Context: an optimization exercise on an open-source flow, tuned for small area and a short achievable clock period. The choices shown serve that exercise and are no tape-out recipe.

==> flow/design.v <==
module register_rename_unit #(
  parameter int NUM_A_REGS = 32,
  parameter int NUM_P_REGS = 64
) (
  input  logic                          clk_i,
  input  logic                          rst_i,
  input  logic                          en_free_reg0_i,
  input  logic                          en_free_reg1_i,
  input  logic [$clog2(NUM_P_REGS)-1:0] free_reg0_i,
  input  logic [$clog2(NUM_P_REGS)-1:0] free_reg1_i,
  input  logic                          en_new_dest0_i,
  input  logic                          en_new_dest1_i,
  input  logic [$clog2(NUM_A_REGS)-1:0] assign_dest0_i,
  input  logic [$clog2(NUM_A_REGS)-1:0] assign_dest1_i,
  input  logic [$clog2(NUM_A_REGS)-1:0] get_src10_i,
  input  logic [$clog2(NUM_A_REGS)-1:0] get_src11_i,
  input  logic [$clog2(NUM_A_REGS)-1:0] get_src20_i,
  input  logic [$clog2(NUM_A_REGS)-1:0] get_src21_i,
  output logic [$clog2(NUM_P_REGS)-1:0] old_dest0_o,
  output logic [$clog2(NUM_P_REGS)-1:0] old_dest1_o,
  output logic [$clog2(NUM_P_REGS)-1:0] p_dest0_o,
  output logic [$clog2(NUM_P_REGS)-1:0] p_dest1_o,
  output logic [$clog2(NUM_P_REGS)-1:0] p_src10_o,
  output logic [$clog2(NUM_P_REGS)-1:0] p_src11_o,
  output logic [$clog2(NUM_P_REGS)-1:0] p_src20_o,
  output logic [$clog2(NUM_P_REGS)-1:0] p_src21_o,
  output logic                          no_pregs_left_o
);
  localparam int AW = 5;
  localparam int PW = 6;
  logic [PW-1:0]       rat_q [1:31];
  logic [15:0][PW-1:0] ev_q;      
  logic [15:0][PW-1:0] od_q;      
  logic       hp_q, tp_q;
  logic [3:0] ho_q, he_q, to_q, te_q;
  logic       first_q;            
  logic [5:0] count_q;            
  logic       ge1_q, ge2_q;       
  logic [PW-1:0] old_dest0_q, old_dest1_q, p_dest0_q, p_dest1_q;
  logic [PW-1:0] p_src10_q, p_src11_q, p_src20_q, p_src21_q;
  function automatic logic [PW-1:0] rat_rd(input logic [AW-1:0] a);
    logic [31:1] sel;
    for (int i = 1; i < 32; i++) sel[i] = (a == AW'(i));
    rat_rd = '0;
    for (int i = 1; i < 32; i++) rat_rd = rat_rd | ({PW{sel[i]}} & rat_q[i]);
  endfunction
  function automatic logic [PW-1:0] fl_rd(input logic [15:0][PW-1:0] b,
                                          input logic [3:0] a);
    fl_rd = '0;
    for (int i = 0; i < 16; i++) fl_rd = fl_rd | ({PW{a == 4'(i)}} & b[i]);
  endfunction
  logic need0, need1, stall, alloc0, alloc1;
  logic [PW-1:0] ev_r, od_r, new0, nxt, new1;
  always_comb begin
    need0  = en_new_dest0_i && (assign_dest0_i != '0);
    need1  = en_new_dest1_i && (assign_dest1_i != '0);
    stall  = (need0 && need1) ? !ge2_q : ((need0 || need1) && !ge1_q);
    alloc0 = need0 && !stall;
    alloc1 = need1 && !stall;
    ev_r  = (first_q && !(hp_q && ho_q == 4'd15)) ? {1'b1, he_q, 1'b0}
                                                   : fl_rd(ev_q, he_q);
    od_r  = first_q ? {1'b1, ho_q, 1'b1} : fl_rd(od_q, ho_q);
    new0  = hp_q ? od_r : ev_r;
    nxt   = hp_q ? ev_r : od_r;
    new1  = need0 ? nxt : new0;
  end
  logic fwd11, fwd21, same01;
  logic [PW-1:0] old_dest0_d, old_dest1_d, p_dest0_d, p_dest1_d;
  logic [PW-1:0] p_src10_d, p_src11_d, p_src20_d, p_src21_d;
  always_comb begin
    fwd11  = alloc0 && (get_src11_i == assign_dest0_i);
    fwd21  = alloc0 && (get_src21_i == assign_dest0_i);
    same01 = need0 && (assign_dest1_i == assign_dest0_i);
    p_src10_d   = rat_rd(get_src10_i);
    p_src20_d   = rat_rd(get_src20_i);
    p_src11_d   = fwd11 ? new0 : rat_rd(get_src11_i);
    p_src21_d   = fwd21 ? new0 : rat_rd(get_src21_i);
    p_dest0_d   = alloc0 ? new0 : '0;
    p_dest1_d   = alloc1 ? new1 : '0;
    old_dest0_d = alloc0 ? rat_rd(assign_dest0_i) : '0;
    old_dest1_d = alloc1 ? (same01 ? new0 : rat_rd(assign_dest1_i)) : '0;
  end
  logic acc0, acc1, wa_v, wb_v;
  logic [PW-1:0] wa_d, ev_wd, od_wd;
  logic ev_we, od_we;
  always_comb begin
    acc0  = en_free_reg0_i && (free_reg0_i != '0);
    acc1  = en_free_reg1_i && (free_reg1_i != '0);
    wa_v  = acc0 || acc1;
    wb_v  = acc0 && acc1;
    wa_d  = acc0 ? free_reg0_i : free_reg1_i;
    ev_wd = tp_q ? free_reg1_i : wa_d;
    od_wd = tp_q ? wa_d : free_reg1_i;
    ev_we = tp_q ? wb_v : wa_v;
    od_we = tp_q ? wa_v : wb_v;
  end
  logic       hp_d, tp_d;
  logic [3:0] ho_d, he_d, to_d, te_d;
  logic       h_wrap;
  logic [5:0] count_d;
  logic       ge1_d, ge2_d;
  logic [4:1] cge;
  logic [2:0] thr1, thr2;
  always_comb begin
    hp_d = hp_q; ho_d = ho_q; he_d = he_q;
    if (alloc0 && alloc1) begin
      ho_d = ho_q + 4'd1;
      he_d = he_q + 4'd1;
    end else if (alloc0 || alloc1) begin
      hp_d = !hp_q;
      if (hp_q) ho_d = ho_q + 4'd1;
      else      he_d = he_q + 4'd1;
    end
    h_wrap = (hp_q && ho_q == 4'd15 && (alloc0 || alloc1))
          || (!hp_q && ho_q == 4'd15 && alloc0 && alloc1);
    tp_d = tp_q; to_d = to_q; te_d = te_q;
    if (acc0 && acc1) begin
      to_d = to_q + 4'd1;
      te_d = te_q + 4'd1;
    end else if (acc0 || acc1) begin
      tp_d = !tp_q;
      if (tp_q) to_d = to_q + 4'd1;
      else      te_d = te_q + 4'd1;
    end
    count_d = count_q - 6'(alloc0) - 6'(alloc1) + 6'(acc0) + 6'(acc1);
    for (int k = 1; k <= 4; k++) cge[k] = count_q >= 6'(k);
    thr1 = 3'd1 + 3'(alloc0) + 3'(alloc1) - 3'(acc0) - 3'(acc1);
    thr2 = 3'd2 + 3'(alloc0) + 3'(alloc1) - 3'(acc0) - 3'(acc1);
    case (thr1)
      3'd1: ge1_d = cge[1];
      3'd2: ge1_d = cge[2];
      3'd3: ge1_d = cge[3];
      default: ge1_d = 1'b1;    
    endcase
    case (thr2)
      3'd1: ge2_d = cge[1];
      3'd2: ge2_d = cge[2];
      3'd3: ge2_d = cge[3];
      3'd4: ge2_d = cge[4];
      default: ge2_d = 1'b1;    
    endcase
  end
  always_ff @(posedge clk_i or posedge rst_i) begin
    if (rst_i) begin
      for (int i = 1; i < 32; i++) rat_q[i] <= PW'(i);
    end else begin
      for (int i = 1; i < 32; i++) begin
        if (alloc1 && assign_dest1_i == AW'(i)) rat_q[i] <= new1;
        else if (alloc0 && assign_dest0_i == AW'(i)) rat_q[i] <= new0;
      end
    end
  end
  always_ff @(posedge clk_i) begin
    for (int i = 0; i < 16; i++) begin
      if (ev_we && te_q == 4'(i)) ev_q[i] <= ev_wd;
      if (od_we && to_q == 4'(i)) od_q[i] <= od_wd;
    end
  end
  always_ff @(posedge clk_i or posedge rst_i) begin
    if (rst_i) begin
      hp_q    <= 1'b0;
      ho_q    <= '0;
      he_q    <= '0;
      tp_q    <= 1'b0;
      to_q    <= '0;
      te_q    <= '0;
      first_q <= 1'b1;
      count_q <= 6'd32;
      ge1_q   <= 1'b1;
      ge2_q   <= 1'b1;
    end else begin
      hp_q    <= hp_d;
      ho_q    <= ho_d;
      he_q    <= he_d;
      tp_q    <= tp_d;
      to_q    <= to_d;
      te_q    <= te_d;
      if (h_wrap) first_q <= 1'b0;
      count_q <= count_d;
      ge1_q   <= ge1_d;
      ge2_q   <= ge2_d;
    end
  end
  always_ff @(posedge clk_i or posedge rst_i) begin
    if (rst_i) begin
      old_dest0_q <= '0;
      old_dest1_q <= '0;
      p_dest0_q   <= '0;
      p_dest1_q   <= '0;
      p_src10_q   <= '0;
      p_src11_q   <= '0;
      p_src20_q   <= '0;
      p_src21_q   <= '0;
    end else begin
      old_dest0_q <= old_dest0_d;
      old_dest1_q <= old_dest1_d;
      p_dest0_q   <= p_dest0_d;
      p_dest1_q   <= p_dest1_d;
      p_src10_q   <= p_src10_d;
      p_src11_q   <= p_src11_d;
      p_src20_q   <= p_src20_d;
      p_src21_q   <= p_src21_d;
    end
  end
  assign old_dest0_o     = old_dest0_q;
  assign old_dest1_o     = old_dest1_q;
  assign p_dest0_o       = p_dest0_q;
  assign p_dest1_o       = p_dest1_q;
  assign p_src10_o       = p_src10_q;
  assign p_src11_o       = p_src11_q;
  assign p_src20_o       = p_src20_q;
  assign p_src21_o       = p_src21_q;
  assign no_pregs_left_o = !ge1_q;
endmodule
Settings: LEC_CHECK=0, CAP_MARGIN=20, CORE_MARGIN=2, CORE_UTILIZATION=40, SETUP_SLACK_MARGIN=3.0, SLEW_MARGIN=20; clock period 5.5 ns.
run.sh (not shown) runs the stock make flow with config.mk's settings and CLKGATE_MAP_FILE= SYNTH_SCRIPT=/design/flow/synth_recipe.tcl, a recipe that flattens the netlist after the stock synthesis.
The first run aborted during 5_1_grt (GRT-0116).
Edit:
--- a/flow/config.mk
+++ b/flow/config.mk
@@ -7,6 +7,7 @@
 export LEC_CHECK = 0
+export ABC_CLOCK_PERIOD_IN_PS = 2500
 export CAP_MARGIN = 20
 export CORE_MARGIN = 2
-export CORE_UTILIZATION = 40
-export SETUP_SLACK_MARGIN = 3.0
+export CORE_UTILIZATION = 60
+export SETUP_SLACK_MARGIN = 2.5
 export SLEW_MARGIN = 20
Outcome: The changed run died in 5_1_grt on GRT-0116. Synthesized cell count does not change. Synthesized area is unchanged.
No functional check of the RTL was part of any run of this note.
